This design comes from an exercise in tuning for small area, a short achievable clock period and few clock cycles per item on the open sky130 flow, not from production work. The RTL was checked by simulation tests, not by an equivalence proof against the original design. No driver is modelled on the clock port, so clock power and skew are understated where the tree is cut down; a real chip needs a root buffer or a tree. Power and IR drop assume default switching activity.

--- config.mk ---
export PLATFORM = sky130hd
export DESIGN_NAME = first_substring_match_top
export DESIGN_NICKNAME = first_substring_match_top
export VERILOG_FILES = /design/flow/design.v
export SDC_FILE = /design/flow/constraint.sdc
export NUM_CORES = 4
export LEC_CHECK = 0
export ABC_CLOCK_PERIOD_IN_PS = 1500
export CAP_MARGIN = 20
export CORE_MARGIN = 2
export CORE_UTILIZATION = 60
export CTS_CLUSTER_DIAMETER = 100
export CTS_CLUSTER_SIZE = 30
export SETUP_SLACK_MARGIN = 4.6
export SLEW_MARGIN = 20
export BUFFER_PORTS_ARGS = -buffer_cell sky130_fd_sc_hd__buf_2
export POST_CTS_TCL = /design/flow/flow/flatten_cts.tcl
--- constraint.sdc ---
create_clock -name core_clock -period 7.0 [get_ports {clk}]
set_input_delay 1.4000 -clock core_clock [delete_from_list [all_inputs] [get_ports {clk}]]
set_output_delay 1.4000 -clock core_clock [all_outputs]
set_load 0.01 [all_outputs]
--- design.v ---
`default_nettype none
package fsubm_pkg;
  localparam int CAP    = 16;    
  localparam int ADDR_W = 5;
  localparam int DATA_W = 64;
  localparam logic [1:0] REG_FIRST  = 2'd0;
  localparam logic [1:0] REG_NEXT   = 2'd1;
  localparam logic [1:0] REG_LENGTH = 2'd2;
endpackage
`default_nettype wire
`default_nettype none
module fsubm_front
(
  input  wire logic       clk,
  input  wire logic       rst,
  input  wire logic       in_valid,
  output logic            in_ready,
  input  wire logic [7:0] hay_byte,
  input  wire logic       last_byte,
  output logic            a_v,
  output logic [7:0]      a_byte,
  output logic            a_last,
  input  wire logic       proceed
);
  logic       b_v;
  logic [7:0] b_byte;
  logic       b_last;
  logic       rdy;
  logic       adv;
  logic       fire;
  logic       b_v_nx;
  assign in_ready = rdy;
  assign fire     = in_valid && !b_v;
  assign adv      = proceed || !a_v;
  assign b_v_nx   = adv ? 1'b0 : (b_v || fire);
  always_ff @(posedge clk) begin
    if (rst) begin
      a_v <= 1'b0;
      b_v <= 1'b0;
      rdy <= 1'b1;
    end else begin
      if (adv) begin
        a_v <= b_v || fire;
      end
      b_v <= b_v_nx;
      rdy <= !b_v_nx;
    end
  end
  always_ff @(posedge clk) begin
    if (adv) begin
      a_byte <= b_v ? b_byte : hay_byte;
      a_last <= b_v ? b_last : last_byte;
    end
    if (!b_v) begin
      b_byte <= hay_byte;
      b_last <= last_byte;
    end
  end
endmodule
`default_nettype wire
`default_nettype none
module fsubm_back
(
  input  wire logic         clk,
  input  wire logic         rst,
  input  wire logic [63:0]  cfg_first,
  input  wire logic [63:0]  cfg_next,
  input  wire logic [4:0]   cfg_len,
  input  wire logic [15:0]  len_sel,
  input  wire logic         len_zero,
  input  wire logic         a_v,
  input  wire logic [7:0]   a_byte,
  input  wire logic         a_last,
  output logic              proceed,
  output logic              out_valid,
  input  wire logic         out_ready,
  output logic              found,
  output logic [31:0]       offset
);
  logic [127:0] needle;
  logic [15:0]  eq;
  logic [15:0]  d;
  logic [15:0]  d_nx;
  logic [15:0]  pre;
  logic         prev_last;
  logic         mid;
  logic         r_v;
  logic         r_first;
  logic         r_last;
  logic         r_match;
  logic         m_nx;
  logic         matched;
  logic [31:0]  cnt;
  logic [15:0]  sel;
  logic [31:0]  init;
  logic         hold;
  logic         out_valid_nx;
  logic         step;
  logic         res;
  assign needle  = {cfg_next, cfg_first};
  assign hold    = out_valid && !out_ready;
  assign proceed = !hold;
  assign offset  = cnt;
  assign sel = len_sel;
  always_comb begin
    if (cfg_len[4]) begin
      init = 32'hFFFF_FFF1;
    end else if (cfg_len[3:0] == 4'd0) begin
      init = 32'd0;
    end else begin
      init = 32'd1 - 32'(cfg_len[3:0]);
    end
  end
  always_comb begin
    for (int j = 0; j < 16; j++) begin
      eq[j] = (a_byte == needle[8*j +: 8]);
    end
    pre[0] = sel[0];
    for (int j = 1; j < 16; j++) begin
      pre[j] = sel[j] && d[j-1] && !prev_last;
    end
    d_nx[0] = eq[0];
    for (int j = 1; j < 16; j++) begin
      d_nx[j] = eq[j] && d[j-1] && mid;
    end
  end
  assign m_nx = (|(eq & pre)) || (len_zero && prev_last);
  always_ff @(posedge clk) begin
    if (proceed && a_v) begin
      d <= d_nx;
    end
  end
  always_ff @(posedge clk) begin
    if (rst) begin
      prev_last <= 1'b1;
      mid       <= 1'b0;
      r_v       <= 1'b0;
    end else if (proceed) begin
      r_v <= a_v;
      if (a_v) begin
        prev_last <= a_last;
        mid       <= !a_last;
      end
    end
  end
  always_ff @(posedge clk) begin
    if (proceed) begin
      r_first <= prev_last;
      r_last  <= a_last;
      r_match <= m_nx;
    end
  end
  assign step = proceed && r_v;
  assign res  = r_v && !matched && (r_match || r_last);
  assign out_valid_nx = hold || res;
  always_ff @(posedge clk) begin
    if (rst) begin
      matched   <= 1'b0;
      out_valid <= 1'b0;
    end else begin
      out_valid <= out_valid_nx;
      if (step) begin
        matched <= !r_last && (matched || r_match);
      end
    end
  end
  always_ff @(posedge clk) begin
    if (proceed) begin
      found <= r_match;
    end
    if (step) begin
      if (r_last && !r_match) begin
        cnt <= '0;
      end else if (r_first) begin
        cnt <= init;
      end else begin
        cnt <= cnt + 32'd1;
      end
    end
  end
endmodule
`default_nettype wire
`default_nettype none
module first_substring_match_top
(
  input  wire logic              clk,
  input  wire logic              rst,
  input  wire logic              in_valid,
  output logic                   in_ready,
  input  wire logic [7:0]        hay_byte,
  input  wire logic              last_byte,
  output logic                   out_valid,
  input  wire logic              out_ready,
  output logic                   found,
  output logic [31:0]            offset,
  input  wire logic              psel,
  input  wire logic              penable,
  input  wire logic              pwrite,
  input  wire logic [4:0]        paddr,
  input  wire logic [63:0]       pwdata,
  output logic [63:0]            prdata,
  output logic                   pready
);
  logic [63:0] cfg_first;
  logic [63:0] cfg_next;
  logic [4:0]  cfg_len;
  logic        wr_first;
  logic        wr_next;
  logic        wr_len;
  logic        setup_wr;
  logic        rst_r;
  logic [63:0] wdata;
  logic [4:0]  len_nx;
  logic [15:0] len_sel;
  logic        len_zero;
  logic        a_v;
  logic [7:0]  a_byte;
  logic        a_last;
  logic        proceed;
  assign pready   = 1'b1;
  assign setup_wr = psel && !penable && pwrite;
  always_ff @(posedge clk) begin
    if (rst) begin
      wr_first <= 1'b0;
      wr_next  <= 1'b0;
      wr_len   <= 1'b0;
    end else begin
      wr_first <= setup_wr && (paddr[4:3] == 2'd0);
      wr_next  <= setup_wr && (paddr[4:3] == 2'd1);
      wr_len   <= setup_wr && (paddr[4:3] == 2'd2);
    end
  end
  always_ff @(posedge clk) begin
    rst_r <= rst;
  end
  assign wdata = rst_r ? 64'd0 : pwdata;
  always_ff @(posedge clk) begin
    if (wr_first || rst_r) cfg_first <= wdata;
    if (wr_next  || rst_r) cfg_next  <= wdata;
    cfg_len <= len_nx;
  end
  assign len_nx = (wr_len || rst_r) ? wdata[4:0] : cfg_len;
  always_ff @(posedge clk) begin
    for (int j = 0; j < 15; j++) begin
      len_sel[j] <= !rst_r && !cfg_len[4] && (cfg_len[3:0] == 4'(j + 1));
    end
    len_sel[15] <= !rst_r && cfg_len[4];
    len_zero    <= rst_r || (cfg_len == 5'd0);
  end
  always_ff @(posedge clk) begin
    case (rst_r ? 2'd3 : paddr[4:3])
      2'd0:    prdata <= cfg_first;
      2'd1:    prdata <= cfg_next;
      2'd2:    prdata <= {59'd0, cfg_len};
      default: prdata <= '0;
    endcase
  end
  fsubm_front u_front (
    .clk       (clk),
    .rst       (rst),
    .in_valid  (in_valid),
    .in_ready  (in_ready),
    .hay_byte  (hay_byte),
    .last_byte (last_byte),
    .a_v       (a_v),
    .a_byte    (a_byte),
    .a_last    (a_last),
    .proceed   (proceed)
  );
  fsubm_back u_back (
    .clk       (clk),
    .rst       (rst),
    .cfg_first (cfg_first),
    .cfg_next  (cfg_next),
    .cfg_len   (cfg_len),
    .len_sel   (len_sel),
    .len_zero  (len_zero),
    .a_v       (a_v),
    .a_byte    (a_byte),
    .a_last    (a_last),
    .proceed   (proceed),
    .out_valid (out_valid),
    .out_ready (out_ready),
    .found     (found),
    .offset    (offset)
  );
endmodule
`default_nettype wire
--- flow/run.sh ---
#!/bin/bash
# Standard layout with two changes: the port buffers are buf_2 instead of
# the cell buffer_ports picks by default, and after CTS the clock tree's
# middle level is removed and its root split in three (flatten_cts.tcl), so
# that every register is two buffers from the clock port.
echo 'export BUFFER_PORTS_ARGS = -buffer_cell sky130_fd_sc_hd__buf_2' >> config.mk
echo "export POST_CTS_TCL = $PWD/flow/flatten_cts.tcl" >> config.mk
bash standard.sh > standard.log 2>&1
--- flow/flatten_cts.tcl ---
# POST_CTS hook, two changes to the clock tree CTS built:
# 1. Drop its middle level, so the root buffer drives the leaf (sink
#    cluster) buffers directly.
# 2. Split the root: the clock port drives three root buffers (the limit is
#    four), each driving the leaf buffers nearest to it.
# The tree stays balanced: every register is two buffers from the clock port.
# 3. The port buffers of pwdata, which has plenty of slack, become buf_1.
set block [ord::get_db_block]
set removed 0
foreach inst [$block getInsts] {
  if {![string match "clkbuf_1_*" [$inst getName]]} { continue }
  set in_net [[$inst findITerm A] getNet]
  set out_net [[$inst findITerm X] getNet]
  foreach it [$out_net getITerms] {
    if {[$it getInst] eq $inst} { continue }
    $it disconnect
    $it connect $in_net
  }
  odb::dbInst_destroy $inst
  odb::dbNet_destroy $out_net
  incr removed
}
puts "flatten_cts: removed $removed middle clock buffers"

# Split the root: the clock port drives NROOT root buffers, each driving the
# leaf buffers nearest to it (leaves grouped by their x/y position).
proc split_clock_root {nroot} {
  set block [ord::get_db_block]
  set root [$block findInst clkbuf_0_clk]
  set in_net [[$root findITerm A] getNet]
  set out_net [[$root findITerm X] getNet]
  set master [$root getMaster]
  set leaves {}
  foreach it [$out_net getITerms] {
    if {[$it getInst] eq $root} { continue }
    set inst [$it getInst]
    set box [$inst getBBox]
    lappend leaves [list $it [expr {([$box xMin] + [$box xMax]) / 2}] [expr {([$box yMin] + [$box yMax]) / 2}]]
  }
  # simple k-means on leaf positions
  set n [llength $leaves]
  set sorted [lsort -integer -index 1 $leaves]
  set cents {}
  for {set k 0} {$k < $nroot} {incr k} {
    set l [lindex $sorted [expr {int(($k + 0.5) * $n / $nroot)}]]
    lappend cents [list [lindex $l 1] [lindex $l 2]]
  }
  for {set iter 0} {$iter < 20} {incr iter} {
    set groups {}
    for {set k 0} {$k < $nroot} {incr k} { lappend groups {} }
    foreach l $leaves {
      set best 0; set bd 1e30
      for {set k 0} {$k < $nroot} {incr k} {
        set c [lindex $cents $k]
        set dd [expr {pow([lindex $l 1] - [lindex $c 0], 2) + pow([lindex $l 2] - [lindex $c 1], 2)}]
        if {$dd < $bd} { set bd $dd; set best $k }
      }
      lset groups $best [concat [lindex $groups $best] [list $l]]
    }
    set cents {}
    foreach g $groups {
      if {[llength $g] == 0} { lappend cents {0 0}; continue }
      set sx 0; set sy 0
      foreach l $g { set sx [expr {$sx + [lindex $l 1]}]; set sy [expr {$sy + [lindex $l 2]}] }
      lappend cents [list [expr {$sx / [llength $g]}] [expr {$sy / [llength $g]}]]
    }
  }
  for {set k 0} {$k < $nroot} {incr k} {
    set g [lindex $groups $k]
    if {[llength $g] == 0} { continue }
    if {$k == 0} {
      set buf $root
      set net $out_net
    } else {
      set buf [odb::dbInst_create $block $master "clkbuf_0_clk_r$k"]
      set net [odb::dbNet_create $block "clknet_0_clk_r$k"]
      $net setSigType CLOCK
      [$buf findITerm A] connect $in_net
      [$buf findITerm X] connect $net
      foreach l $g {
        set it [lindex $l 0]
        $it disconnect
        $it connect $net
      }
    }
    set c [lindex $cents $k]
    $buf setLocation [expr {int([lindex $c 0])}] [expr {int([lindex $c 1])}]
    $buf setPlacementStatus PLACED
  }
  puts "split_clock_root: [llength $leaves] leaves under $nroot roots"
}

split_clock_root 3

set buf1 [[ord::get_db] findMaster sky130_fd_sc_hd__buf_1]
set swapped 0
foreach inst [$block getInsts] {
  if {[[$inst getMaster] getName] ne "sky130_fd_sc_hd__buf_2"} { continue }
  set net [[$inst findITerm A] getNet]
  if {$net eq "NULL"} { continue }
  foreach bt [$net getBTerms] {
    if {[string match "pwdata*" [$bt getName]]} {
      $inst swapMaster $buf1
      incr swapped
    }
  }
}
puts "port buffers of pwdata made buf_1: $swapped"
global_connect
detailed_placement
check_placement -verbose
estimate_parasitics -placement
report_clock_latency
--- standard.sh ---
#!/bin/bash
# synth_recipe.tcl (not shown) runs the flow's synth.tcl, then flattens the netlist and writes it again
# the make line also repeats each setting of config.mk as NAME=value (left out here)
make -C /OpenROAD-flow-scripts/flow DESIGN_CONFIG=/design/flow/config.mk WORK_HOME=/design/flow/orfs CLKGATE_MAP_FILE= SYNTH_SCRIPT=/design/flow/synth_recipe.tcl "${@:-finish}"
==> results of run 1 <==
==> worst paths after layout <==
path                                                   from                  endpoint  slack, ns  cells past startpoint
worst max-delay path            u_back.cnt[1]$_SDFFCE_PP0P_                 offset[1]       4.65                      1
worst min-delay path               u_front.a_last$_DFFE_PP_   u_back.r_last$_DFFE_PN_       0.48                      0
worst max register to register  u_front.a_byte[4]$_DFFE_PP_  u_back.r_match$_DFFE_PN_       4.73                      7
worst min register to register     u_front.a_last$_DFFE_PP_   u_back.r_last$_DFFE_PN_       0.48                      0
==> power by group <==
group          switching [mW]  internal (mW)
combinational           0.184          0.148
clock                   0.489          0.352
sequential             0.0562           1.95
==> sequential cells by signal, summed over array words and instances, names as in the netlist, 5 cells and up <==
register        count
cfg_next           64
u_back.cnt         32
u_front.a_byte      8
prdata             64
u_front.b_byte      8
cfg_len             5
cfg_first          64
u_back.d           15
len_sel            16
==> metal layers <==
metal | up-vias | part of all wire | GRT usage
li1 | 3706 | - | -
met1 | 3787 | 0.46 | 0.356
met2 | 205 | 0.48 | 0.406
met3 | 23 | 0.045 | 0.0301
met4 | 0 | 0.014 | 0.0621
met5 | - | 0 | 0
==> kinds of logic after synthesis <==
| group | count (synthesis) | synth area share |
|---|---|---|
| fa+ha+maj | 3 | 0.00307 |
| flops | 295 | 0.641 |
| simple gates | 280 | 0.126 |
| other cells | 1 | 0.000307 |
| buf+inv | 65 | 0.0295 |
| xor+xnor | 158 | 0.115 |
| compound gates | 111 | 0.0712 |
| mux | 15 | 0.0132 |
==> layout by cell type, fill, tap and decap left out, types with 19 or more instances in the layout <==
cell and instances:
buf_1 64, a22o_1 59, edfxtp_1 193, nand4_1 19
nor2b_1 71, buf_4 47, xor2_1 59, nor2_1 52
xnor2_1 96, buf_2 116, dfxtp_1 95, nand3_1 26
nand2_1 26, nor4_1 23
==> Yosys cell counts (all sizes together) <==
| cell type | number |
|---|---|
| nor2b | 71 |
| and3 | 13 |
| nand2b | 7 |
| nand4bb | 1 |
| nand3 | 27 |
| o41ai | 1 |
| nor2 | 54 |
| and4 | 4 |
| a2111oi | 1 |
| dfxtp | 102 |
| a31o | 1 |
| o21ai | 16 |
| o211ai | 2 |
| conb | 1 |
| o22a | 1 |
| a22o | 59 |
| nand4b | 2 |
| edfxtp | 193 |
| xnor2 | 99 |
| mux2 | 9 |
| o21bai | 1 |
| a221oi | 2 |
| nor4 | 24 |
| mux2i | 6 |
| a21o | 1 |
| o21a | 12 |
| nor3 | 16 |
| xor2 | 59 |
| nand2 | 27 |
| and2 | 4 |
| or2 | 5 |
| or3 | 2 |
| and4b | 1 |
| a21oi | 12 |
| a32o | 1 |
| ha | 3 |
| clkbuf | 26 |
| or4 | 1 |
| buf | 27 |
| inv | 12 |
| nand4 | 19 |
| nor3b | 2 |
| o41a | 1 |
==> area by class of cell, clock buffers not listed <==
cell class,count,area (um2)
plain buffers,2,50.0
clock inverters,1,6.26
fillers,1497,6130
inverters,12,48.8
multi-input cells,569,4060
flip-flops and latches,295,7850
well taps,270,338
repair buffers,236,1330
==> out/results.txt, run 1 <==
The run finished with no timing, DRC or antenna violations. For this run, design rule violations remaining after detail routing come to 0. After synthesis, the mean cell area works out to 13.2 um2. For this block, the routed nets add up to 26.6 mm of wire. Standard cell with the maximum stage delay on the critical path: edfxtp_1. In this run the tool buffered the top-level ports with 180 buffer cells.

From synthesis to final layout, the design area changed by 14.3%. The run gives 0.641 as the fraction of the yosys area taken by sequential cells. The largest delay contributor family on the critical path is flip-flops.

At the end of routability-driven placement, the weighted congestion stood at 0.788. Entering global routing, the biggest net connects 60 pins. In the post-synthesis netlist, the biggest area contributors are edfxtp_1 47%, dfxtp_1 17%, xnor2_1 6.9%. The run gives 0.33 ns as the clock latency on the worst-skew pair. Setup repair after global routing left no endpoint under its margin.

Across the run, the number of max-cap violations was 0. The critical path in this run is classified as reg2out. TritonCTS built the clock tree.

In this run the standard cell core region covers 0.0201 mm2. On the final layout, the worst clock skew is 0.0240 ns. The floorplan step defined a die boundary enclosing 0.0215 mm2. The number of max-slew violations in the final report is 0. In this run the remaining antenna-violating nets after routing total 0. The worst path meets setup with 4.65 ns of slack.

Utilization of the core after routing: 0.695. The largest fanout on the critical path was 2. The critical path goes through buf_2. The HPWL after detailed placement is 17.2 mm. The tools report the worst supply voltage drop on vdd as 0.297 mV. For the violation count after the first detailed-route iteration, the log shows 478. The net count of the finished layout is 1215, and the post-placement cell count is 1339. In the final routed layout, each cell accounts on average for 19.0 um. Based on the critical path, the design can be clocked at up to 0.425 GHz. The overall power after layout is 3.18 mW. In this run the worst hold path is classified as reg2reg. The net count after synthesis came out at 1016. Buffering stage count on the worst path with inverters included: 1. OpenSTA, run right after detailed placement, puts the worst setup slack at 3.92 ns. After the flow finishes, the layout carries non-filler instances totaling 1401. The ratio of cells with drive above 1 in the final layout is 0.198.

For the sum of overflow across all layers after global routing, the log shows 0. The tools report the worst endpoint required time as 5.60 ns. After synthesis the netlist holds a flip-flop and latch count of 295.

The all-layer global routing usage was 0.247; the worst stage delay on the critical path was 0.46 ns. Summing over every cut layer, the via total after detailed routing is 7721. For this design, the sink count on the clock tree is 295. Setup violations remaining at the end of the flow were counted as 0. Summing every instance area after synthesis gives 0.0122 mm2.

The routed design could run at a clock period as short as 2.35 ns. For the number of ports placed on the die boundary, the log shows 185. The worst setup path is captured at a primary output. After detailed placement, the total cell area comes to 0.0133 mm2. The top cell type's share of synthesized area works out to 0.474. After synthesis, the netlist uses 52 different library cells.

The worst hold slack after final layout is 0.479 ns, and the total power divided by cell area is 228 mW/mm2. Summed over all cells, the static leakage comes to 5.21 nW. Once layout is done, the placed cells without fillers occupy 0.0140 mm2. The worst-case headroom to the max-slew limit came out at 0.534. For the count of yosys warnings during synthesis, the log shows 3. The count of standard-cell rows is 52, and the clock slew at the register clock pins of the worst setup and hold paths is 0.11 ns. The tools report the initial cell density of the core as 0.608. Hold violation count in the final report: 0. At the pin with the least slew margin, the transition time is 0.698 ns.

STA classifies the critical path startpoint as a flop. Data arrives at the worst endpoint at 0.95 ns. The tools report the initial antenna violation count as 0.

The number of detailed-route iterations in the first pass is 4. 0 antenna diodes ended up in the layout. The fraction of the cycle the final worst path needs was 0.336; the horizontal extent of the die was 147 um. For the number of global-route vias before repair, the log shows 7519.

The via density per instance came out at 5.51. The biggest area contributor in the post-synthesis netlist is edfxtp_1. In this run the vertical extent of the chip is 147 um. The first global-routing pass estimated 41.1 mm of wire.

The logs give 928 for the post-synthesis instance total and 0 ns for the total negative setup slack.
Testbench counts, summed over its fixed seeds: cycles 379,225, bytes 379,052.
==> run 2: changes to the inputs <==
--- a/flow/flatten_cts.tcl
+++ b/flow/flatten_cts.tcl
@@ -1,10 +1,11 @@
-# POST_CTS hook, two changes to the clock tree CTS built:
+# POST_CTS hook: two changes to the clock tree CTS built, and smaller port
+# buffers where timing allows:
 # 1. Drop its middle level, so the root buffer drives the leaf (sink
 #    cluster) buffers directly.
 # 2. Split the root: the clock port drives three root buffers (the limit is
 #    four), each driving the leaf buffers nearest to it.
 # The tree stays balanced: every register is two buffers from the clock port.
-# 3. The port buffers of pwdata, which has plenty of slack, become buf_1.
+# 3. Port buffers on paths with plenty of slack become buf_1.
 set block [ord::get_db_block]
 set removed 0
 foreach inst [$block getInsts] {
@@ -92,20 +93,34 @@
 
 split_clock_root 3
 
+# Port buffers that are far from critical become buf_1: every input's but
+# paddr's and out_ready's, and the outputs prdata, found, out_valid and
+# in_ready (offset keeps buf_2).
 set buf1 [[ord::get_db] findMaster sky130_fd_sc_hd__buf_1]
+set small_in {hay_byte* in_valid last_byte psel penable pwrite pwdata* rst}
+set small_out {prdata* found out_valid in_ready}
 set swapped 0
 foreach inst [$block getInsts] {
   if {[[$inst getMaster] getName] ne "sky130_fd_sc_hd__buf_2"} { continue }
+  set hit 0
   set net [[$inst findITerm A] getNet]
-  if {$net eq "NULL"} { continue }
-  foreach bt [$net getBTerms] {
-    if {[string match "pwdata*" [$bt getName]]} {
-      $inst swapMaster $buf1
-      incr swapped
+  if {$net ne "NULL"} {
+    foreach bt [$net getBTerms] {
+      foreach pat $small_in { if {[string match $pat [$bt getName]]} { set hit 1 } }
     }
   }
+  set net [[$inst findITerm X] getNet]
+  if {$net ne "NULL"} {
+    foreach bt [$net getBTerms] {
+      foreach pat $small_out { if {[string match $pat [$bt getName]]} { set hit 1 } }
+    }
+  }
+  if {$hit} {
+    $inst swapMaster $buf1
+    incr swapped
+  }
 }
-puts "port buffers of pwdata made buf_1: $swapped"
+puts "port buffers made buf_1: $swapped"
 global_connect
 detailed_placement
 check_placement -verbose
==> run 2 against run 1 <==
  * Still clean
  * Sequential power about the same
  * Total power shrank 0.15%
  * Via count about the same
  * Register-to-register slack barely moved
  * First-iteration DRC count increased by 0.21%
  * Largest power group unchanged
==> out/results.txt, run 2 <==
For this run, the detailed router's first-pass iteration total came to 4. After detailed routing, the total wire length is 26.6 mm. Yosys mapped the design onto 52 distinct sky130hd cell types. For the fraction of the yosys area taken by sequential cells, the log shows 0.641. For this design the total switching power over the nets is 0.730 mW. The first global-routing pass estimated 41.1 mm of wire. The fraction of the cycle the final worst path needs is 0.336, and the post-synthesis average cell area is 13.2 um2. At the end of routability-driven placement, the weighted congestion stood at 0.788. The number of max-slew violations in the final report came out at 0.

TritonCTS built the clock tree. In this run the power density over the cells is 229 mW/mm2. The standard cell with the maximum stage delay on the critical path was edfxtp_1.

The flow ran to the end and the layout has no timing, DRC or antenna violations. The count of standard-cell rows was 52. Data arrives at the worst endpoint at 0.95 ns. Worst-case headroom to the max-slew limit: 0.534.

The worst setup path is launched from a flop. For the hold violation count in the final report, the log shows 0. The logs give 295 for the total clock sinks and 0 for the max-cap violation count. For the worst-skew pair, the clock arrives at the later sink with an insertion delay of 0.33 ns. Setup violations remaining at the end of the flow were counted as 0. The internal power was 2.44 mW. The switching part of the total power came out at 0.230.

Of all nets on the critical path, the largest fanout is 2. In the routed design, unresolved DRC markers number 0. The initial antenna violation count is 0. The tools report the kind of end point of the critical path as a primary output.

The number of global-route vias before repair is 7519. The count of flip-flops with a built-in enable after synthesis is 193. The class of the most critical hold timing path is reg2reg. The async set-or-reset flop fraction in the synthesized netlist works out to 0.

The die covers 0.0215 mm2. Global routing finished with a remaining overflow of 0. The signal on the critical path passes through buf_2. The most frequently used flop master after synthesis is edfxtp_1. The top cell types in the final layout, fill and taps aside, are 193 x edfxtp_1, 145 x buf_1, 96 x xnor2_1. For this block, the via count after detailed routing is 7716. The actual slew at the worst max-slew pin was 0.699 ns; the maximum number of pins on one net before global-route repair was 60. Relative to the synthesized area, the layout overhead comes to 13.5%. Adding up every negative setup slack in the final design gives 0 ns.

The time the final worst path needs with I/O delays and setup works out to 2.35 ns. In the final layout, the registers with the most flip-flops are cfg_first (64), cfg_next (64), prdata (64). Across the VDD grid, the largest voltage drop is 0.297 mV. In this run the tool buffered the top-level ports with 180 buffer cells.

For the worst setup path, the data required time is 5.60 ns. Timing would allow up to 0.425 GHz. The critical path is of the reg2out type. The most common cell in the synthesized netlist is edfxtp_1. Most frequent standard cell in the layout excluding fill and tap cells: edfxtp_1. Counting the fill cells in the layout gives 1545.

Average detailed-routed wire length per instance: 19.0 um. The cell type with the largest total area after synthesis was edfxtp_1. The worst-case register-to-register setup slack came out at 4.73 ns. The register bit count reported by yosys is 295, and the all-layer global routing usage is 0.247. The HPWL after detailed placement is 17.2 mm.

For this design the top-level I/O count stands at 185. The repair_antennas step left the layout with diodes totalling 0. The die height came out at 147 um. The largest single stage delay on the critical path is 0.46 ns. After clock tree synthesis, the clock-pin slew on the worst setup and hold paths is 0.11 ns. In the final layout, the multi-input gates occupy 0.00406 mm2.

The sequential share of power came out at 0.632. Utilization of the core after routing: 0.690. In this run the horizontal extent of the chip is 147 um. The count of yosys warnings during synthesis came out at 3. Sorting the synthesized cells by area gives the leading types as edfxtp_1 47%, dfxtp_1 17%, xnor2_1 6.9%.

After detailed routing, the number of vias per cell comes to 5.51. The top cell type's share of synthesized area works out to 0.474. The remaining number of nets flagged by the antenna check after routing is 0. The net count of the finished layout is 1215.

The buffering stage count on the worst path with inverters included came out at 1. The logs give 0.608 for the initial cell density of the core and 0.0201 mm2 for the placeable core region. The post-synthesis instance area is 0.0122 mm2.

The cell family contributing the most delay on the critical path is flip-flops. The post-synthesis instance total was 928; the fraction of power consumed by combinational cells was 0.103. Counting every net in the synthesized netlist gives 1016. In this run, the number of DRC markers left after iteration 0 of detailed routing was 479. The run gives 0.265 as the share of power burned in the clock network.

The ratio of cells with drive above 1 in the final layout came out at 0.126. Setup repair after global routing left no endpoint under its margin. Summing all flip-flop and latch instances after layout gives 0.00785 mm2. In this run the static leakage power is 4.90 nW. Sorting the synthesized cells by how often they occur yields 193 x edfxtp_1, 102 x dfxtp_1, 96 x xnor2_1. The final clock skew came out at 0.0243 ns.
-- run 2: cell count changes in the layout (fill, tap and decap cells not counted) --
cell   before  now
buf_1      64  145
buf_2     116   35
-- run 2: metal layers --
layer,track usage,vias to the layer above,routed length [um]
met5,0,-,0
met4,0.0621,0,380
met3,0.0301,23,1210
met2,0.406,203,12800
met1,0.356,3784,12300
li1,-,3706,-
-- run 2: power by group through the flow --
| stage | clock network, mW | logic [mW] | registers, mW |
|---|---|---|---|
| floorplan | 0 | 0.210 | 2.04 |
| global placement | 0 | 0.300 | 2.05 |
| detailed placement | 0 | 0.305 | 2.06 |
| global route | 0.918 | 0.358 | 2.02 |
| finish | 0.842 | 0.327 | 2.01 |
-- run 2: cell type report, clock buffers not listed --
type                            count  area share
Tap cell                          270      0.0244
Buffer                              2     0.00361
Clock inverter                      1    0.000451
Sequential cell                   295       0.566
Inverter                           12     0.00352
Multi-Input combinational cell    569       0.293
Timing Repair Buffer              236      0.0882
-- run 2: logic make-up (layout without fill, tap and decap cells) --
kind of cell	Yosys count	count (layout)	synth area share
flip-flops	295	295	0.641
AND/OR/NAND/NOR	280	281	0.126
XOR/XNOR	158	158	0.115
AO/OA/AOI/OAI	111	111	0.0712
buffers and inverters	65	267	0.0295
multiplexers	15	15	0.0132
adder cells (fa/ha/maj)	3	3	0.00307
other	1	1	0.000307
-- run 2: path summary, 6_finish.rpt --
| path | from | end | cells after the start |
|---|---|---|---|
| min | u_front.a_last$_DFFE_PP_ | u_back.r_last$_DFFE_PN_ | 0 |
| max | u_back.cnt[1]$_SDFFCE_PP0P_ | offset[1] | 1 |
| max reg2reg | u_front.a_byte[4]$_DFFE_PP_ | u_back.r_match$_DFFE_PN_ | 7 |
| min reg2reg | u_front.a_last$_DFFE_PP_ | u_back.r_last$_DFFE_PN_ | 0 |
-- run 2: stage by stage --
step / power (mW) / instance area, um2 / setup WS [ns] / std cells / hold slack [ns]
global route: 3.29 / 13900 / 4.61 / 1401 / 0.497
finish: 3.18 / 13900 / 4.65 / 1401 / 0.479
global placement: 2.35 / 13300 / 3.56 / 1338 / 0.455
floorplan: 2.25 / 12200 / 4.60 / 928 / 0.427
detailed placement: 2.36 / 13300 / 3.92 / 1339 / 0.461
==> run 3: changes to the inputs <==
==> flow/run.sh (replaced) <==
#!/bin/bash
# Standard layout with these changes: the port buffers are buf_2 instead of
# the cell buffer_ports picks by default; after CTS (flatten_cts.tcl) the
# clock tree's middle level is removed and its root split in three, so that
# every register is two buffers from the clock port, and the port buffers
# on paths with plenty of slack become buf_1.
echo 'export BUFFER_PORTS_ARGS = -buffer_cell sky130_fd_sc_hd__buf_2' >> config.mk
echo "export POST_CTS_TCL = $PWD/flow/flatten_cts.tcl" >> config.mk
bash standard.sh > standard.log 2>&1
--- a/config.mk
+++ b/config.mk
@@ -8,7 +8,7 @@
 export ABC_CLOCK_PERIOD_IN_PS = 1500
 export CAP_MARGIN = 20
 export CORE_MARGIN = 2
-export CORE_UTILIZATION = 60
+export CORE_UTILIZATION = 50
 export CTS_CLUSTER_DIAMETER = 100
 export CTS_CLUSTER_SIZE = 30
 export SETUP_SLACK_MARGIN = 4.6
==> run 3 against run 2 <==
  * Worst setup slack gained 0.013 ns
  * Total power up 0.27%
  * First-iteration DRC count grew 6.5%
  * Combinational power about the same
  * Critical path depth stayed put
  * Register-to-register slack worse by 0.06 ns
  * Sequential share of layout area about the same
  * Final cell count rose by 3.6%
  * Sequential power about the same
  * Clock skew up 0.012 ns
  * Routed wire length grew 4.5%
  * Synthesized area stayed put
  * Critical path type unchanged
  * Largest cell class unchanged
  * Highest routed layer unchanged
==> out/results.txt, run 3 <==
The run finished with no timing, DRC or antenna violations. In the post-synthesis netlist, the cell with the most instances is edfxtp_1. In this run, distinct cell masters in the synthesized netlist total 52. The die is 160 um tall. After global routing the overflow that remains totals 0. The tools report the count of standard-cell rows as 57.

The logs give 0 for the initial antenna violation count and 0.414 for the worst-case headroom to the max-slew limit. The initial cell density of the core was 0.505; the largest fanout on the critical path was 2. TritonCTS built the clock tree.

At the placement stage, the worst setup path has a slack of 3.87 ns. The violation count after the first detailed-route iteration is 510, and the buffering stage count on the worst path with inverters included is 1. The class of the most critical hold timing path is reg2reg. The count of nets left with antenna violations once routing finished came out at 0. The total leakage power is 4.86 nW. The top cell type's share of synthesized area is 0.474, and the total via count after detailed routing is 7619.

The all-layer global routing usage was 0.212. The clock net in this run drives a total of 295 sinks. For this run, design rule violations remaining after detail routing come to 0.

0 antenna diodes ended up in the layout. The fraction of the yosys area taken by sequential cells is 0.641, and the area growth from synthesis to layout is 13.6%. The kind of end point of the critical path was a primary output.

The clock latency on the worst-skew pair is 0.34 ns, and the routability-driven placement congestion ratio is 0.773. The tools report the maximum number of pins on one net before global-route repair as 60. The signal on the critical path passes through buf_2. The placed wire-length estimate after detailed placement came out at 17.9 mm. The sum of routed wire length over all layers was 27.8 mm; the horizontal extent of the die was 160 um. The largest registers in the layout are cfg_first (64), cfg_next (64), prdata (64). In this run the power density over the cells is 229 mW/mm2.

Worst endpoint required time: 5.60 ns. The number of global-route vias before repair is 7388. Largest delay contributor family on the critical path: flip-flops. Hold violation count in the final report: 0. Top layer used by detailed routing: met4. The post-synthesis instance area was 0.0122 mm2. After floorplanning, the core was sized to cover 0.0242 mm2. The cell type with the largest total area after synthesis was edfxtp_1. The routed design uses 13.1 mm of met2 wire.

For the final database, setup skew stands at 0.0366 ns. The register bit count reported by yosys came out at 295. The worst setup margin came out at 4.66 ns. The die covers 0.0257 mm2. The via density per instance was 5.25.

Wire segments on met3 add up to 1.37 mm in the final route. The count of buffers from port buffering works out to 180. For this design, the slowest cell found on the critical path is edfxtp_1. For this run, the leading register cell type out of synthesis is edfxtp_1.

Dividing the synthesized area by the synthesized cell count gives 13.2 um2. The worst setup path is of the reg2out kind. Counting instances in the post-synthesis netlist gives the leading cell types as 193 x edfxtp_1, 102 x dfxtp_1, 96 x xnor2_1.

The async set-or-reset flop fraction in the synthesized netlist is 0. After routing, the total negative slack on setup checks comes to 0 ns. Post-route met1 wirelength: 13.0 mm.

The library cell used most frequently in the layout, excluding fill and tap cells, is edfxtp_1. The logs give 185 for the number of ports placed on the die boundary and 5 for the number of detailed-route iterations in the first pass. For flop-to-flop paths, the worst setup slack is 4.67 ns. Leaving out fill and tap cells, the most frequent cells in the layout are 193 x edfxtp_1, 144 x buf_1, 96 x xnor2_1. Post-synthesis instance total: 928. Synthesis produced a netlist with a net count of 1016. The time the final worst path needs with I/O delays and setup works out to 2.34 ns. In the final design database the tool counted 1209 nets. Clock-pin slew was measured on the worst setup and hold paths at 0.12 ns. The wire length of the first global-routing pass came out at 41.7 mm. For the worst setup path, the data arrival time is 0.94 ns.

Sorting the synthesized cells by area gives the leading types as edfxtp_1 47%, dfxtp_1 17%, xnor2_1 6.9%. The count of flip-flops with a built-in enable after synthesis works out to 193. For this run, the top clock speed supported by timing is 0.428 GHz. Setup repair after global routing left no endpoint under its margin.

In the final routed layout, each cell accounts on average for 19.2 um. The number of max-slew violations in the final report is 0. For this run, the slowest stage of the critical path takes 0.44 ns. Setup violations remaining at the end of the flow were counted as 0.

The layout has 2105 filler cells. STA classifies the critical path startpoint as a flop. VDD sags by at most 0.165 mV.

The fraction of the cycle the final worst path needs was 0.334. Across the run, the number of max-cap violations was 0. Yosys printed 3 warnings. The ratio of cells with drive above 1 in the final layout came out at 0.127. The actual slew at the worst max-slew pin was 0.870 ns.
run 3: kinds of logic after synthesis:
| group | Yosys count | share of synthesized area |
|---|---|---|
| AO/OA/AOI/OAI | 111 | 0.0712 |
| XOR/XNOR | 158 | 0.115 |
| adder cells (fa/ha/maj) | 3 | 0.00307 |
| flip-flops | 295 | 0.641 |
| buffers and inverters | 65 | 0.0295 |
| multiplexers | 15 | 0.0132 |
| other | 1 | 0.000307 |
| AND/OR/NAND/NOR | 280 | 0.126 |
run 3: metrics by stage:
stage | instances | util | power, mW | hold WS [ns] | instance area (um2)
final | 1451 | 0.574 | 3.18 | 0.474 | 13900
after floorplan | 928 | - | 2.25 | 0.427 | 12200
after global routing | 1451 | 0.574 | 3.30 | 0.488 | 13900
after detailed placement | 1394 | 0.552 | 2.37 | 0.440 | 13400
after global placement | 1394 | 0.552 | 2.36 | 0.438 | 13400
run 3: path summary, 6_finish.rpt:
kind / start / to / cells past startpoint
worst max-delay path: u_back.cnt[1]$_SDFFCE_PP0P_ / offset[1] / 1
worst min-delay path: u_front.a_last$_DFFE_PP_ / u_back.r_last$_DFFE_PN_ / 0
worst max register to register: u_front.a_byte[5]$_DFFE_PP_ / u_back.r_match$_DFFE_PN_ / 6
worst min register to register: u_front.a_last$_DFFE_PP_ / u_back.r_last$_DFFE_PN_ / 0
run 3: final cells by class, clock buffers not listed:
| cell class | count | area [um2] | share of cell area |
|---|---|---|---|
| flip-flops and latches | 295 | 7860 | 0.566 |
| multi-input cells | 570 | 4080 | 0.294 |
| repair buffers | 229 | 1130 | 0.0817 |
| well taps | 324 | 405 | 0.0292 |
| plain buffers | 2 | 50.0 | 0.00361 |
| inverters | 12 | 48.8 | 0.00352 |
| clock inverters | 1 | 7.51 | 0.000541 |
run 3: routing by layer:
layer / vias to the layer above / GRT usage
li1: 3693 / -
met3: 24 / 0.0341
met2: 188 / 0.345
met5: - / 0
met4: 0 / 0.0422
met1: 3714 / 0.305
run 3: power breakdown:
group          switching [mW]  leakage (nW)  internal (mW)
clock network           0.495         0.169          0.356
logic                   0.188          1.90          0.138
registers              0.0557          2.79           1.95
total                   0.739          4.86           2.44
==> run 4: changes to the inputs <==
--- a/config.mk
+++ b/config.mk
@@ -8,7 +8,7 @@
 export ABC_CLOCK_PERIOD_IN_PS = 1500
 export CAP_MARGIN = 20
 export CORE_MARGIN = 2
-export CORE_UTILIZATION = 50
+export CORE_UTILIZATION = 60
 export CTS_CLUSTER_DIAMETER = 100
 export CTS_CLUSTER_SIZE = 30
 export SETUP_SLACK_MARGIN = 4.6
==> run 4 against run 3 <==
  * Via count grew 1.3%
  * Hold slack gained 0.0051 ns
  * Fmax shrank 0.55%
  * Largest cell class unchanged
  * Still clean on timing, DRC and antenna
  * Global-route usage grew 3.5 points
  * Clock skew shrank 0.012 ns
  * Die area shrank 16%
==> out/results.txt, run 4 <==
The tools report the hold violation count in the final report as 0. Data arrives at the worst endpoint at 0.95 ns. Across all hold checks on the routed design, the worst slack comes to 0.479 ns. Setup violations remaining at the end of the flow were counted as 0. Number of global-route vias before repair: 7519.

The detailed router finished its first iteration with 479 violations. The filler cell count was 1545. Pre-CTS setup slack: 3.92 ns. The tools report the sum of overflow across all layers after global routing as 0. The number of detailed-route iterations in the first pass was 4.

The buffering stage count on the worst path with inverters included is 1. The average detailed-routed wire length per instance was 19.0 um; the placeable core region was 0.0201 mm2. The run gives 1215 as the net count of the finished layout.

In this run, distinct cell masters in the synthesized netlist total 52. Dividing the synthesized area by the synthesized cell count gives 13.2 um2. The tools report the die area as 0.0215 mm2. Yosys attributes the largest share of cell area to edfxtp_1 47%, dfxtp_1 17%, xnor2_1 6.9%. The commonest cells after synthesis are 193 x edfxtp_1, 102 x dfxtp_1, 96 x xnor2_1. The remaining number of nets flagged by the antenna check after routing is 0. The horizontal extent of the die was 147 um. Summing all multi-input logic gate instances after layout gives 0.00406 mm2. Walking the worst path, the cells encountered are buf_2. The kind of end point of the critical path was a primary output. The cell depth of the worst hold path was 0. STA classifies the critical path startpoint as a flop. The largest registers in the layout are cfg_first (64), cfg_next (64), prdata (64).

For this design, the sink count on the clock tree is 295. The top cell type's share of synthesized area was 0.474. The clock arrives with 0.0243 ns of skew.

Largest delay contributor family on the critical path: flip-flops. Setup repair after global routing left no endpoint under its margin. The clock slew at the register clock pins of the worst setup and hold paths is 0.11 ns, and the worst-case headroom to the max-slew limit is 0.534.

The number of cells on the worst reg-to-reg path is 7, and the clock latency on the worst-skew pair is 0.33 ns. After technology mapping, the gate count stands at 928. The all-layer global routing usage came out at 0.247. The most frequently used flop master after synthesis is edfxtp_1. The utilization of the core after routing came out at 0.690.

The count of standard-cell rows was 52. The initial antenna violation count was 0. The register bit count reported by yosys is 295. During synthesis, Yosys emitted a total of 3 warnings.

The final standard cell area without fillers was 0.0139 mm2; the sum of routed wire length over all layers was 26.6 mm. Routability-driven placement congestion ratio: 0.788. The initial cell density of the core was 0.608. The via density per instance was 5.51. The number of max-slew violations in the final report was 0. Including well taps, the total number of placed cells is 1339.

The worst stage delay on the critical path came out at 0.46 ns. The maximum clock rate was 0.425 GHz. From synthesis to final layout, the design area changed by 13.5%.

Standard cell with the maximum stage delay on the critical path: edfxtp_1. Worst supply voltage drop on vdd: 0.297 mV. Net count after synthesis: 1016.

Total power divided by cell area: 229 mW/mm2. Post-synthesis instance area: 0.0122 mm2. Overall power after layout: 3.18 mW. For the worst setup path, the data required time is 5.60 ns. Entering global routing, the biggest net connects 60 pins. For the cell area after placement, the log shows 0.0133 mm2.

The fraction of the cycle the final worst path needs was 0.336; the non-filler instance count after layout was 1401. Across the run, the number of max-cap violations was 0. The wire length of the first global-routing pass was 41.1 mm; the async set-or-reset flop fraction in the synthesized netlist was 0. In this run the static leakage power is 4.90 nW. The largest fanout on the critical path is 2, and the area of all sequential standard cells is 0.00785 mm2. The count of buffers from port buffering works out to 180. TritonCTS built the clock tree. The wire-length estimate of the detail-placed layout is 17.2 mm.

For the pin with the worst max-slew slack, the measured transition is 0.699 ns. Fraction of the yosys area taken by sequential cells: 0.641. The flow ran to the end and the layout has no timing, DRC or antenna violations. The tools report the total via count after detailed routing as 7716. Class of the most critical setup path: reg2out.

Cell depth of the worst setup path: 1. For this run, design rule violations remaining after detail routing come to 0. The ratio of cells with drive above 1 in the final layout came out at 0.126. The path class of the tightest hold or removal check is reg2reg.

For the number of ports placed on the die boundary, the log shows 185. For the total negative setup slack, the log shows 0 ns. By instance count, the leading cell after synthesis is edfxtp_1.

The count of flip-flops with a built-in enable after synthesis was 193. Cell type with the largest total area after synthesis: edfxtp_1. The worst setup margin is 4.65 ns. In the layout the commonest cells are 193 x edfxtp_1, 145 x buf_1, 96 x xnor2_1. The worst path in the final design needs a cycle of 2.35 ns, including I/O delays and setup.

The diode insertion count for antenna repair is 0. The library cell used most frequently in the layout, excluding fill and tap cells, is edfxtp_1. The die height came out at 147 um.
-- run 4: cell count changes in the layout (fill, tap and decap cells not counted), sizes merged --
cell,before,now
buf,229,235
clkbuf,20,19
clkinvlp,2,1
inv,11,12
or2,6,5
-- run 4: layer usage --
metal | global-route usage | routed length (um) | up-vias
met5 | 0 | 0 | -
met4 | 0.0621 | 380 | 0
met3 | 0.0301 | 1210 | 23
met2 | 0.406 | 12800 | 203
met1 | 0.356 | 12300 | 3784
li1 | - | - | 3706
-- run 4: cell families after synthesis --
| group | share of synthesized area |
|---|---|
| compound gates | 0.0712 |
| other cells | 0.000307 |
| fa+ha+maj | 0.00307 |
| xor+xnor | 0.115 |
| simple gates | 0.126 |
| buf+inv | 0.0295 |
| mux | 0.0132 |
| flops | 0.641 |
-- run 4: cell type report, clock buffers not listed --
cell class / instances / area share
clock inverters: 1 / 0.000451
well taps: 270 / 0.0244
flip-flops and latches: 295 / 0.566
plain buffers: 2 / 0.00361
repair buffers: 236 / 0.0882
inverters: 12 / 0.00352
multi-input cells: 569 / 0.293
-- run 4: report_power, final --
| part | total (mW) | internal, mW | leakage (nW) | switching [mW] |
|---|---|---|---|---|
| sequential | 2.01 | 1.95 | 2.78 | 0.0566 |
| clock | 0.842 | 0.352 | 0.171 | 0.490 |
| combinational | 0.327 | 0.143 | 1.94 | 0.184 |
-- run 4: worst paths after layout --
| check | startpoint | to | slack, ns |
|---|---|---|---|
| worst max-delay path | u_back.cnt[1]$_SDFFCE_PP0P_ | offset[1] | 4.65 |
| worst min-delay path | u_front.a_last$_DFFE_PP_ | u_back.r_last$_DFFE_PN_ | 0.48 |
| worst max register to register | u_front.a_byte[4]$_DFFE_PP_ | u_back.r_match$_DFFE_PN_ | 4.73 |
| worst min register to register | u_front.a_last$_DFFE_PP_ | u_back.r_last$_DFFE_PN_ | 0.48 |
==> run 5: changes to the inputs <==
--- a/config.mk
+++ b/config.mk
@@ -8,7 +8,7 @@
 export ABC_CLOCK_PERIOD_IN_PS = 1500
 export CAP_MARGIN = 20
 export CORE_MARGIN = 2
-export CORE_UTILIZATION = 60
+export CORE_UTILIZATION = 55
 export CTS_CLUSTER_DIAMETER = 100
 export CTS_CLUSTER_SIZE = 30
 export SETUP_SLACK_MARGIN = 4.6
==> run 5 against run 4 <==
  * Final cell count up 1.0%
  * Sequential share of layout area down 0.16 points
  * Sequential power about the same
  * Via count up 0.29%
  * Die area up 8.8%
  * Flip-flop and latch count unchanged
  * Worst setup slack better by 0.023 ns
  * Clock power up 2.6%
  * Critical path depth up 4
  * Clock skew up 0.036 ns
  * Synthesized area unchanged
  * Largest power group unchanged
==> out/results.txt, run 5 <==
The run finished with no timing, DRC or antenna violations. Cell type with the largest total area after synthesis: edfxtp_1. The worst hold slack after final layout came out at 0.482 ns. The register bit count reported by yosys was 295. The logs give 1216 for the net count of the finished layout and 1415 for the non-filler instance count after layout. Share of the synthesized area in compound gates (AO/OA/AOI/OAI): 0.0712. The tools report the final clock skew as 0.0598 ns. The run gives 185 as the number of ports placed on the die boundary. The startpoint identified for the worst register-to-register timing path is u_front.a_byte[2]$_DFFE_PP_.

The library cell used most frequently in the layout, excluding fill and tap cells, is edfxtp_1. Sorting the synthesized cells by area gives the leading types as edfxtp_1 47%, dfxtp_1 17%, xnor2_1 6.9%. For the final routed database, the setup TNS stands at 0 ns. In this run the most critical hold path is launched from u_front.b_byte[1]$_DFF_P_. VDD sags by at most 0.162 mV. The tools report the maximum clock rate as 0.430 GHz.

Routability-driven placement finished with a final weighted congestion of 0.830. The ratio of cells with drive above 1 in the final layout was 0.134; the clock latency on the worst-skew pair was 0.35 ns. The initial antenna violation count is 0.

TritonCTS built the clock tree. Detailed routing inserted a total of 7738 vias. The tools report the sum of overflow across all layers after global routing as 0. The run gives 3 as the count of yosys warnings during synthesis. Post-synthesis average cell area: 13.2 um2. The run gives 53 as the maximum number of pins on one net before global-route repair. The max-cap violation count is 0, and the number of cells on the worst reg-to-reg path is 7. The all-layer global routing usage is 0.232, and the final routed DRC violation total is 0. The total power divided by cell area came out at 230 mW/mm2. In the final layout, the registers with the most flip-flops are cfg_first (64), cfg_next (64), prdata (64).

The library cells used most frequently in the layout, excluding fill and tap cells, are 193 x edfxtp_1, 145 x buf_1, 96 x xnor2_1. The end point of the worst hold path is u_front.b_byte[1]$_DFF_P_. The share of synthesized area spent on multiplexers is 0.0132. The most frequent cell after synthesis was edfxtp_1. Via density per instance: 5.47.

The async set-or-reset flop fraction in the synthesized netlist is 0, and the die area is 0.0234 mm2. The setup check on the worst reg-to-reg path leaves a slack of 4.74 ns. The run gives 5 as the number of detailed-route iterations in the first pass.

Counting distinct cell types in the post-synthesis netlist gives 52. The count of standard-cell rows is 54. Arithmetic-cell share of the synthesized area counting full adders, half adders and majority gates: 0.00307. The tools report the worst-case headroom to the max-slew limit as 0.436. The routed design could run at a clock period as short as 2.33 ns.

Detailed placement finished with a half-perimeter wire length of 17.5 mm. The number of max-slew violations in the final report is 0. Setup repair after global routing left no endpoint under its margin. The fraction of the yosys area taken by sequential cells was 0.641. The worst endpoint required time was 7.25 ns. The placeable core region came out at 0.0218 mm2. The count of final setup violators came out at 0.

The hold violation count in the final report is 0, and the signal arrival time at the worst endpoint is 2.58 ns. The tightest min-delay check is of the reg2reg type. The fraction of the cycle the final worst path needs is 0.333, and the count of buffers from port buffering is 180. In this run, placement finished with an instance count of 1349. In this run the static leakage power is 4.91 nW. For the sum of routed wire length over all layers, the log shows 27.4 mm. The actual slew at the worst max-slew pin was 0.841 ns; the initial cell density of the core was 0.560. The area growth from synthesis to layout is 13.9%.

After synthesis, the largest family of logic cells by area is simple AND/OR/NAND/NOR gates. STA classifies the critical path startpoint as a primary input. Synthesis produced a netlist with a net count of 1016. The top cell type's share of synthesized area was 0.474. The count of flip-flops with a built-in enable after synthesis is 193. After the first detailed-routing iteration, the DRC count stood at 411. The cell depth of the worst hold path was 1. Clock slew at the register clock pins of the worst setup and hold paths: 0.11 ns.

The area share of xor/xnor cells in the synthesized design was 0.115. The reg-to-reg endpoint is u_back.r_match$_DFFE_PN_. In this run the horizontal extent of the chip is 153 um. Dividing the detail-routed wire length by the instance count gives 19.3 um. The floorplan step set the die height to 153 um.

The simple-gate share of the synthesized area works out to 0.126. The clock drives 295 sinks. Synthesis produced a netlist whose cell count is 928.

The run gives 0 as the remaining number of nets flagged by the antenna check after routing. The kind of end point of the critical path is a flop. In this run the worst path has a maximum fanout of 40. In this run the cell area of the synthesized design comes to 0.0122 mm2. 0 antenna diodes ended up in the layout. Number of global-route vias before repair: 7509. Most frequently used flop master after synthesis: edfxtp_1. The tools report the wire length of the first global-routing pass as 42.1 mm. The commonest cells after synthesis are 193 x edfxtp_1, 102 x dfxtp_1, 96 x xnor2_1. Class of the most critical setup path: in2reg.
-- run 5: cell types whose count changed in the layout (fill, tap and decap cells not counted), moves of 2 or more --
cell / delta
dfxtp_1: -3
dfxtp_2: +3
buf_4: -2
buf_6: +2
or2_2: +2
-- run 5: layer usage --
| metal | routed length (um) | vias to the layer above | part of all wire | track usage |
|---|---|---|---|---|
| li1 | - | 3721 | - | - |
| met1 | 12500 | 3766 | 0.46 | 0.335 |
| met2 | 13000 | 229 | 0.48 | 0.374 |
| met3 | 1490 | 22 | 0.054 | 0.0318 |
| met4 | 371 | 0 | 0.014 | 0.0604 |
| met5 | 0 | - | 0 | 0 |
-- run 5: logic make-up after synthesis --
family                     count (synthesis)
AOI/OAI and AO/OA                        111
xor gates and xnor gates                 158
adders and majority gates                  3
buffers and inverters                     65
DFF                                      295
muxes                                     15
other                                      1
and+or+nand+nor                          280
-- run 5: per-stage QoR --
stage / power [mW] / util / setup slack [ns] / cell area [um2]
after floorplan: 2.25 / - / 4.60 / 12200
after global placement: 2.36 / 0.609 / 3.69 / 13300
after detailed placement: 2.36 / 0.609 / 3.67 / 13300
after global routing: 3.32 / 0.638 / 4.62 / 13900
final: 3.20 / 0.638 / 4.67 / 13900
-- run 5: power breakdown --
| group | internal (mW) | switching, mW |
|---|---|---|
| sequential | 1.95 | 0.0559 |
| clock | 0.368 | 0.496 |
| combinational | 0.142 | 0.187 |
-- run 5: worst max-delay path by stage --
stage | from | endpoint | depth (start not counted) | slack (ns)
detailed placement | paddr[3] | prdata[24]$_DFF_P_ | 4 | 3.67
finish | paddr[3] | prdata[26]$_DFF_P_ | 5 | 4.67
floorplan | paddr[3] | prdata[53]$_DFF_P_ | 5 | 4.60
global route | out_ready | u_back.prev_last$_SDFFE_PP1P_ | 8 | 4.62
global placement | paddr[3] | prdata[28]$_DFF_P_ | 4 | 3.69
-- run 5: critical path, cell delays in order --
cell	delay, ns
buf_2	0.21
nor3_4	0.24
buf_12	0.15
buf_6	0.32
a22o_1	0.20
-- run 5: cell type report, clock buffers not listed --
class	instances	area (um2)
Fill cell	1812	7910
Sequential cell	295	7850
Multi-Input combinational cell	572	4090
Timing Repair Buffer	234	1200
Tap cell	280	350
Buffer	2	50.0
Inverter	12	48.8
Clock inverter	2	13.8
==> run 6: changes to the inputs <==
--- a/flow/flatten_cts.tcl
+++ b/flow/flatten_cts.tcl
@@ -6,6 +6,7 @@
 #    four), each driving the leaf buffers nearest to it.
 # The tree stays balanced: every register is two buffers from the clock port.
 # 3. Port buffers on paths with plenty of slack become buf_1.
+# 4. CTS's dummy clock loads are removed.
 set block [ord::get_db_block]
 set removed 0
 foreach inst [$block getInsts] {
@@ -22,6 +23,18 @@
   incr removed
 }
 puts "flatten_cts: removed $removed middle clock buffers"
+
+# CTS's dummy loads (clkload*, for balancing) drive nothing; drop them.
+set dropped 0
+foreach inst [$block getInsts] {
+  if {![string match "clkload*" [$inst getName]]} { continue }
+  foreach it [$inst getITerms] {
+    if {[$it isInputSignal] || [$it isOutputSignal]} { $it disconnect }
+  }
+  odb::dbInst_destroy $inst
+  incr dropped
+}
+puts "flatten_cts: dropped $dropped dummy clock loads"
 
 # Split the root: the clock port drives NROOT root buffers, each driving the
 # leaf buffers nearest to it (leaves grouped by their x/y position).
==> run 6 against run 5 <==
  * Hold slack got worse by 0.00094 ns
  * Critical path depth fell by 4
  * Synthesized area did not move
  * Sequential share of layout area rose by 0.22 points
  * Die area did not move
  * First-iteration DRC count rose by 28%
  * Flip-flop and latch count did not move
  * Clock skew fell by 0.039 ns
  * Final cell count fell by 0.57%
  * Synthesized cell count did not move
  * Combinational power barely moved
  * Critical path type is now reg2out
  * Highest routed layer unchanged
==> out/results.txt, run 6 <==
In the final routed layout, each cell accounts on average for 19.5 um. Cell internal power was estimated by the tool at 2.43 mW. The async set-or-reset flop fraction in the synthesized netlist was 0. Yosys attributes the largest share of cell area to edfxtp_1 47%, dfxtp_1 17%, xnor2_1 6.9%. The signal arrival time at the worst endpoint is 0.94 ns. The via density per instance came out at 5.50.

The worst hold path begins at u_front.b_byte[1]$_DFF_P_. The net count of the finished layout is 1216. The final layout contains routed wiring with a total length of 27.4 mm. The total negative setup slack came out at 0 ns.

The buffering stage count on the worst path with inverters included was 1. The share of the synthesized area in compound gates (AO/OA/AOI/OAI) was 0.0712; the switching power summed over all nets was 0.721 mW. Buffers placed on the I/O ports in this run total 180. The wire length of the first global-routing pass came out at 42.1 mm. The Yosys step of the flow raised 3 warnings. Maximum clock rate: 0.427 GHz. Category of the worst setup path launch point: a flop. The worst stage delay on the critical path was 0.45 ns.

Utilization of the core after routing: 0.635. The core region is 0.0218 mm2. The worst setup path is captured at a primary output. The ratio of cells with drive above 1 in the final layout is 0.131, and the initial antenna violation count is 1.

The clock latency on the worst-skew pair is 0.33 ns, and the register bit count reported by yosys is 295. The largest fanout on the critical path works out to 2. Yosys instantiated no cell more often than edfxtp_1. Standard cell with the maximum stage delay on the critical path: edfxtp_1. The synthesized design contains 193 enable-type register cells. The cell type with the largest total area after synthesis is edfxtp_1.

The maximum number of pins on one net before global-route repair was 53; the worst endpoint required time was 5.60 ns. For this run the aggregate overflow at the end of global routing stands at 0. The class of the most critical setup path is reg2out. The sequential cells in the finished layout cover a total of 0.00785 mm2. For this block, the initial DRC count from the detailed router was 525. Before antenna repair, the detailed router went through 5 iterations. The tools report the reg-to-reg endpoint as cfg_first[35]$_DFFE_PP_.

For the overall power after layout, the log shows 3.15 mW. The multi-input combinational cells in the finished layout cover a total of 0.00409 mm2. For the number of global-route vias before repair, the log shows 7480.

For the count of final setup violators, the log shows 0. By area, the combinational part of the netlist is dominated by simple AND/OR/NAND/NOR gates. The floorplan step defined a die boundary enclosing 0.0234 mm2. The die is 153 um tall.

The area share of xor/xnor cells in the synthesized design is 0.115. For this design the ratio of total power to cell area is 227 mW/mm2. The time the final worst path needs with I/O delays and setup works out to 2.34 ns. The critical path goes through buf_2. The worst-case headroom to the max-slew limit is 0.401. The initial cell density of the core was 0.560.

The startpoint identified for the worst register-to-register timing path is rst_r$_DFF_P_. Setup repair after global routing could not meet its margin everywhere. On the final layout, the worst clock skew is 0.0204 ns.

Including well taps, the total number of placed cells is 1349. The most frequently used flop master after synthesis was edfxtp_1. The setup check on the worst reg-to-reg path leaves a slack of 4.76 ns. The area growth from synthesis to layout was 13.5%; the total clock sinks was 295. The non-filler instance count after layout is 1407. The run gives 0.155 mV as the worst supply voltage drop on vdd.

The share of synthesized area spent on multiplexers came out at 0.0132. The unique cell type count in the Yosys netlist is 52. After filler insertion, the fill cell instance count of the layout stands at 1823. Each instance of the synthesized netlist takes up on average 13.2 um2. Arithmetic-cell share of the synthesized area counting full adders, half adders and majority gates: 0.00307. The cell depth of the worst hold path works out to 1. Grouping stages by cell kind, the critical path spends the most delay in flip-flops. At the pin with the least slew margin, the transition time is 0.894 ns. For the sequential share of power, the log shows 0.636. The largest registers in the layout are cfg_first (64), cfg_next (64), prdata (64). In the layout the commonest cells are 193 x edfxtp_1, 145 x buf_1, 96 x xnor2_1. The tool flagged a number of max-cap violations equal to 0.

After detailed routing, the number of remaining DRC violations is 0. The remaining number of nets flagged by the antenna check after routing was 0; the number of cells on the worst reg-to-reg path was 3. The fraction of the cycle the final worst path needs is 0.334. After synthesis, the most frequently instantiated cells are 193 x edfxtp_1, 102 x dfxtp_1, 96 x xnor2_1. For the post-synthesis instance total, the log shows 928. The run gives 0.104 as the fraction of power consumed by combinational cells. The library cell used most frequently in the layout, excluding fill and tap cells, is edfxtp_1. For the hold violation count in the final report, the log shows 0. The switching part of the total power came out at 0.229. The flow ran to the end and the layout has no timing, DRC or antenna violations. Number of max-slew violations in the final report: 0. The logs give 7738 for the total via count after detailed routing and 1016 for the net count after synthesis. The congestion estimate from routability-driven global placement came to 0.830.

The end point of the worst hold path is u_front.b_byte[1]$_DFF_P_. The placed wire-length estimate after detailed placement was 17.5 mm. Clock slew at the register clock pins of the worst setup and hold paths: 0.11 ns. The horizontal extent of the die works out to 153 um.

The class of the most critical hold timing path was reg2reg. The post-synthesis instance area was 0.0122 mm2; the top cell type's share of synthesized area was 0.474. The fraction of the yosys area taken by sequential cells came out at 0.641. In this run the count of I/O pins placed on the die edge is 185. The tools report the all-layer global routing usage as 0.232. The share of power burned in the clock network came out at 0.259.

The analysis attributes to cell leakage a power of 4.88 nW. The simple-gate share of the synthesized area is 0.126. For the count of standard-cell rows, the log shows 54.
run 6: cell counts after synthesis:
No cell type changed its count.
run 6: worst max-delay path by stage:
stage                                startpoint                             to  slack [ns]  cells after the start
global placement                       paddr[3]             prdata[28]$_DFF_P_        3.69                      4
floorplan                              paddr[3]             prdata[53]$_DFF_P_        4.60                      5
detailed placement                     paddr[3]             prdata[24]$_DFF_P_        3.67                      4
global route                          out_ready  u_back.prev_last$_SDFFE_PP1P_        4.57                      8
finish              u_back.cnt[2]$_SDFFCE_PP0P_                      offset[2]        4.66                      1
run 6: cell families (layout without fill, tap and decap cells):
| logic type | count (synthesis) | in the layout |
|---|---|---|
| AO/OA/AOI/OAI | 111 | 111 |
| multiplexers | 15 | 15 |
| flip-flops | 295 | 295 |
| AND/OR/NAND/NOR | 280 | 284 |
| other | 1 | 2 |
| buffers and inverters | 65 | 259 |
| XOR/XNOR | 158 | 158 |
| adder cells (fa/ha/maj) | 3 | 3 |
run 6: final cells by class, clock buffers not listed:
class	instances	area share
Inverter	12	0.00352
Tap cell	280	0.0253
Timing Repair Buffer	234	0.0864
Sequential cell	295	0.566
Buffer	2	0.00361
Multi-Input combinational cell	572	0.295
Antenna cell	1	0.000180
run 6: per-stage QoR:
step	setup slack [ns]	instance area (um2)	hold slack, ns
after floorplan	4.60	12200	0.427
after global placement	3.69	13300	0.457
after detailed placement	3.67	13300	0.459
after global routing	4.57	13900	0.498
final	4.66	13900	0.481
run 6: power groups by stage:
stage                     sequential [mW]  combinational [mW]  clock, mW
after global placement               2.05               0.306          0
after detailed placement             2.05               0.310          0
after floorplan                      2.04               0.210          0
final                                2.01               0.328      0.818
after global routing                 2.02               0.360      0.895
run 6: routing by layer:
metal / share of wire / GRT usage / up-vias / wire length, um
li1: - / - / 3709 / -
met1: 0.46 / 0.336 / 3771 / 12600
met2: 0.47 / 0.372 / 235 / 13000
met3: 0.054 / 0.0397 / 23 / 1480
met4: 0.012 / 0.0525 / 0 / 332
met5: 0 / 0 / - / 0

[static timing again, ports no longer ideal]
Ports are ideal in the flow. The routed layouts listed here were re-timed in OpenROAD. Step 1: set_driving_cell puts a clkbuf_16 on clk and a buf_2 on each other input, an assumption about the parent block. Step 2 times the ports against the registers' clock, not the clock port: input delays grow and output delays shrink by t, the midpoint of the rising clock arrivals with the driver on. a / b / c = ideal ports / drivers / drivers and shift; a / b = the first two.
run	shift t [ns]	setup slack, ns	hold slack, ns	worst register clock-pin slew, ns
run 1	0.403	4.649 / 4.569 / 4.274	0.479 / 0.479 / 0.479	0.12 / 0.12
run 2	0.403	4.649 / 4.568 / 4.272	0.479 / 0.479 / 0.479	0.12 / 0.12
run 3	0.403	4.662 / 4.583 / 4.297	0.474 / 0.474 / 0.474	0.12 / 0.12
run 4	0.403	4.649 / 4.568 / 4.272	0.479 / 0.479 / 0.479	0.12 / 0.12
run 5	0.403	4.672 / 4.597 / 4.302	0.482 / 0.482 / 0.482	0.12 / 0.12
run 6	0.400	4.660 / 4.579 / 4.312	0.481 / 0.481 / 0.481	0.12 / 0.12
After both steps setup and hold are still met in every run listed.
